What follows belongs to an exercise in optimizing a design on an open flow for small area; a production flow would make more cautious choices. In this exercise RTL edits were held to simulation tests only and were not proved equivalent to the original. Power figures rest on the tool's default switching activity, not on a simulated workload.

==> run a <==
==> flow/design.v (excerpt) <==
module mips_regfile_wr_decode #(
   parameter int WIDTH  = 32,
   parameter int ADDR_W = 5
) (
   input  logic                   clk,
   input  logic                   rst_n,
   input  logic                   wr_en,
   input  logic [ADDR_W-1:0]      wr_addr,
   input  logic [WIDTH-1:0]       wr_data,
   input  logic [ADDR_W-1:0]      rd_addr1,
   input  logic [ADDR_W-1:0]      rd_addr2,
   output logic [WIDTH-1:0]       rd_data1,
   output logic [WIDTH-1:0]       rd_data2,
   input  logic                   claim_en,
   input  logic [ADDR_W-1:0]      claim_addr,
   output logic                   pend1,
   output logic                   pend2,
   output logic [(1<<ADDR_W)-1:0] wr_onehot
);
   localparam int DEPTH = 1 << ADDR_W;
   logic [WIDTH-1:0]  r_regs [1:DEPTH-1];
   logic [DEPTH-1:1]  r_valid;
   logic [DEPTH-1:1]  r_pend;
   logic [ADDR_W-1:0] r_wa;         
   logic [DEPTH-1:1]  w_dec;
   logic [DEPTH-1:1]  w_claim;
   logic [DEPTH-1:1]  s1, s2;       
   logic [DEPTH-1:1]  h1, h2;       
   always_comb begin
      for (int i = 1; i < DEPTH; i++) begin
  ...
==> module mips_regfile_wr_decode, before the edit <==
module mips_regfile_wr_decode #(
   parameter int WIDTH  = 32,
   parameter int ADDR_W = 5
) (
   input  logic                   clk,
   input  logic                   rst_n,
   input  logic                   wr_en,
   input  logic [ADDR_W-1:0]      wr_addr,
   input  logic [WIDTH-1:0]       wr_data,
   input  logic [ADDR_W-1:0]      rd_addr1,
   input  logic [ADDR_W-1:0]      rd_addr2,
   output logic [WIDTH-1:0]       rd_data1,
   output logic [WIDTH-1:0]       rd_data2,
   input  logic                   claim_en,
   input  logic [ADDR_W-1:0]      claim_addr,
   output logic                   pend1,
   output logic                   pend2,
   output logic [(1<<ADDR_W)-1:0] wr_onehot
);
   localparam int DEPTH = 1 << ADDR_W;
   logic [WIDTH-1:0]  r_regs [1:DEPTH-1];
   logic [DEPTH-1:1]  r_valid;
   logic [DEPTH-1:1]  r_pend;
   logic [ADDR_W-1:0] r_wa;         
   logic [DEPTH-1:1]  w_dec;
   logic [DEPTH-1:1]  w_claim;
   logic [DEPTH-1:1]  s1, s2;       
   logic [DEPTH-1:1]  h1, h2;       
   always_comb begin
      for (int i = 1; i < DEPTH; i++) begin
         w_dec[i]   = wr_en    && (wr_addr    == ADDR_W'(i));
         w_claim[i] = claim_en && (claim_addr == ADDR_W'(i));
         h1[i]      = (rd_addr1 == ADDR_W'(i));
         h2[i]      = (rd_addr2 == ADDR_W'(i));
      end
      s1 = h1 & r_valid;
      s2 = h2 & r_valid;
   end
   for (genvar i = 1; i < DEPTH; i++) begin : g_reg
      always_ff @(posedge clk)
         if (w_dec[i])
            r_regs[i] <= wr_data;
   end
   always_ff @(posedge clk or negedge rst_n) begin
      if (!rst_n) begin
         r_valid <= '0;
         r_pend  <= '0;
         r_wa    <= '0;
      end else begin
         r_valid <= r_valid | w_dec;
         r_pend  <= (r_pend & ~w_dec) | w_claim;
         r_wa    <= (wr_en && wr_addr != '0) ? wr_addr : '0;
      end
   end
   always_comb begin
      for (int i = 0; i < DEPTH; i++)
         wr_onehot[i] = (i != 0) && (r_wa == ADDR_W'(i));
   end
   for (genvar b = 0; b < WIDTH; b++) begin : g_rd
      logic [10:0] n1, n2;
      for (genvar g = 0; g < 10; g++) begin : g_grp
         mips_regfile_aoi222 u1 (
            .a0(s1[3*g+1]), .b0(r_regs[3*g+1][b]),
            .a1(s1[3*g+2]), .b1(r_regs[3*g+2][b]),
            .a2(s1[3*g+3]), .b2(r_regs[3*g+3][b]),
            .y(n1[g]));
         mips_regfile_aoi222 u2 (
            .a0(s2[3*g+1]), .b0(r_regs[3*g+1][b]),
            .a1(s2[3*g+2]), .b1(r_regs[3*g+2][b]),
            .a2(s2[3*g+3]), .b2(r_regs[3*g+3][b]),
            .y(n2[g]));
      end
      assign n1[10] = ~(s1[31] & r_regs[31][b]);
      assign n2[10] = ~(s2[31] & r_regs[31][b]);
      assign rd_data1[b] = ~&n1;
      assign rd_data2[b] = ~&n2;
   end
   assign pend1 = |(h1 & r_pend);
   assign pend2 = |(h2 & r_pend);
endmodule
==> module mips_regfile_aoi222, before the edit <==
module mips_regfile_aoi222 (
   input  logic a0, b0, a1, b1, a2, b2,
   output logic y
);
   assign y = ~((a0 & b0) | (a1 & b1) | (a2 & b2));
endmodule
Settings: LEC_CHECK=0, CAP_MARGIN=20, CORE_MARGIN=2, CORE_UTILIZATION=50, SLEW_MARGIN=20, SYNTH_HIERARCHICAL=1; clock period 8.0 ns.
run.sh (not shown) runs the stock make flow with config.mk's settings and CLKGATE_MAP_FILE= SYNTH_SCRIPT=/design/flow/synth_recipe.tcl, a recipe that flattens the netlist after the stock synthesis.
==> run b: changes against run a <==
==> flow/design.v (replaced) <==
`default_nettype none
module mips_regfile_wr_decode #(
   parameter int WIDTH  = 32,
   parameter int ADDR_W = 5
) (
   input  logic                   clk,
   input  logic                   rst_n,
   input  logic                   wr_en,
   input  logic [ADDR_W-1:0]      wr_addr,
   input  logic [WIDTH-1:0]       wr_data,
   input  logic [ADDR_W-1:0]      rd_addr1,
   input  logic [ADDR_W-1:0]      rd_addr2,
   output logic [WIDTH-1:0]       rd_data1,
   output logic [WIDTH-1:0]       rd_data2,
   input  logic                   claim_en,
   input  logic [ADDR_W-1:0]      claim_addr,
   output logic                   pend1,
   output logic                   pend2,
   output logic [(1<<ADDR_W)-1:0] wr_onehot
);
   localparam int DEPTH = 1 << ADDR_W;
   logic [WIDTH-1:0] r_regs [DEPTH];
   logic [DEPTH-1:0] r_pend;
   logic [DEPTH-1:0] r_wr_onehot;
   logic [DEPTH-1:0] w_dec;
   logic [DEPTH-1:0] w_claim;
   always_comb begin
      w_dec   = '0;
      w_claim = '0;
      if (wr_en)
         w_dec[wr_addr] = 1'b1;
      if (claim_en)
         w_claim[claim_addr] = 1'b1;
      w_dec[0]   = 1'b0;
      w_claim[0] = 1'b0;
   end
   always_ff @(posedge clk or negedge rst_n) begin
      if (!rst_n) begin
         for (int i = 0; i < DEPTH; i++)
            r_regs[i] <= '0;
      end else begin
         for (int i = 0; i < DEPTH; i++)
            if (w_dec[i])
               r_regs[i] <= wr_data;
      end
   end
   always_ff @(posedge clk or negedge rst_n) begin
      if (!rst_n) begin
         r_pend      <= '0;
         r_wr_onehot <= '0;
      end else begin
         r_pend      <= (r_pend & ~w_dec) | w_claim;
         r_wr_onehot <= w_dec;
      end
   end
   assign wr_onehot = r_wr_onehot;
   assign rd_data1 = r_regs[rd_addr1];
   assign rd_data2 = r_regs[rd_addr2];
   assign pend1    = r_pend[rd_addr1];
   assign pend2    = r_pend[rd_addr2];
endmodule
`default_nettype wire
CORE_UTILIZATION = 35   (was 50)
SYNTH_HIERARCHICAL = default   (was 1)
==> run notes <==
metric	run b	run a
Run status	timing/DRC/antenna clean	timing/DRC/antenna clean
Clock network area share	6.41%	7.30%
Compound-cell area share of the yosys netlist	12.5%	18.2%
FFs & Latches	1054	1059
Crit path time final	7770 ps	7130 ps
Multiplexer share of the synthesized area	22.0%	0.258%
Met1 usage	40.0%	49.6%
Die area	0.156 mm^2	0.0868 mm^2
CP Data Arrival Time	6170 ps	5530 ps
Non-clock buffer total of the final layout	358	255
Number of filler cells placed in the layout	14.6k	6186
Switching share of total power	30.2%	22.6%
Cell Count, Final, Fillers Out	6620	3947
Worst IR drop on VDD	0.200 mV	0.189 mV
Standard-cell rows	143	106
Met1 wire length	93.3 mm	58.4 mm
Count of yosys warnings during synthesis	2	9
Number of vias in the routed layout	46.4k	31.7k
Top_reg_cell synth	sky130_fd_sc_hd__dfrtp_1	sky130_fd_sc_hd__edfxtp_1
Final HPWL from detailed placement	149 mm	95.9 mm
Cells after synthesis	4504	2396
Tapcells	2030	1134
Flop-to-flop setup slack	7070 ps	7110 ps

-- re-timing with driven ports --
Ports are ideal in the flow. The routed layouts listed here were re-timed in OpenROAD. Step 1, drivers: a clkbuf_16 drives clk and a buf_2 each remaining input, both assumed. Step 2 adds t to the input delays and takes it off the output delays; t is the mean of the earliest and latest rising clock arrival at the registers after step 1. Input paths then give back, and output paths get back, about the clock's delay inside the block. Three values: no drivers, after step 1, after step 2; two values: the first two.
run	t (ns)	setup slack, ns	worst setup path at the end
run a	0.744	0.868 / 0.845 / 0.845	input to output
run b	0.835	0.229 / 0.146 / 0.146	input to output
After both steps every run listed still meets setup and hold. For run b, which loses most, drivers alone change the setup slack by -0.083 ns; drivers and shift together by -0.083 ns.
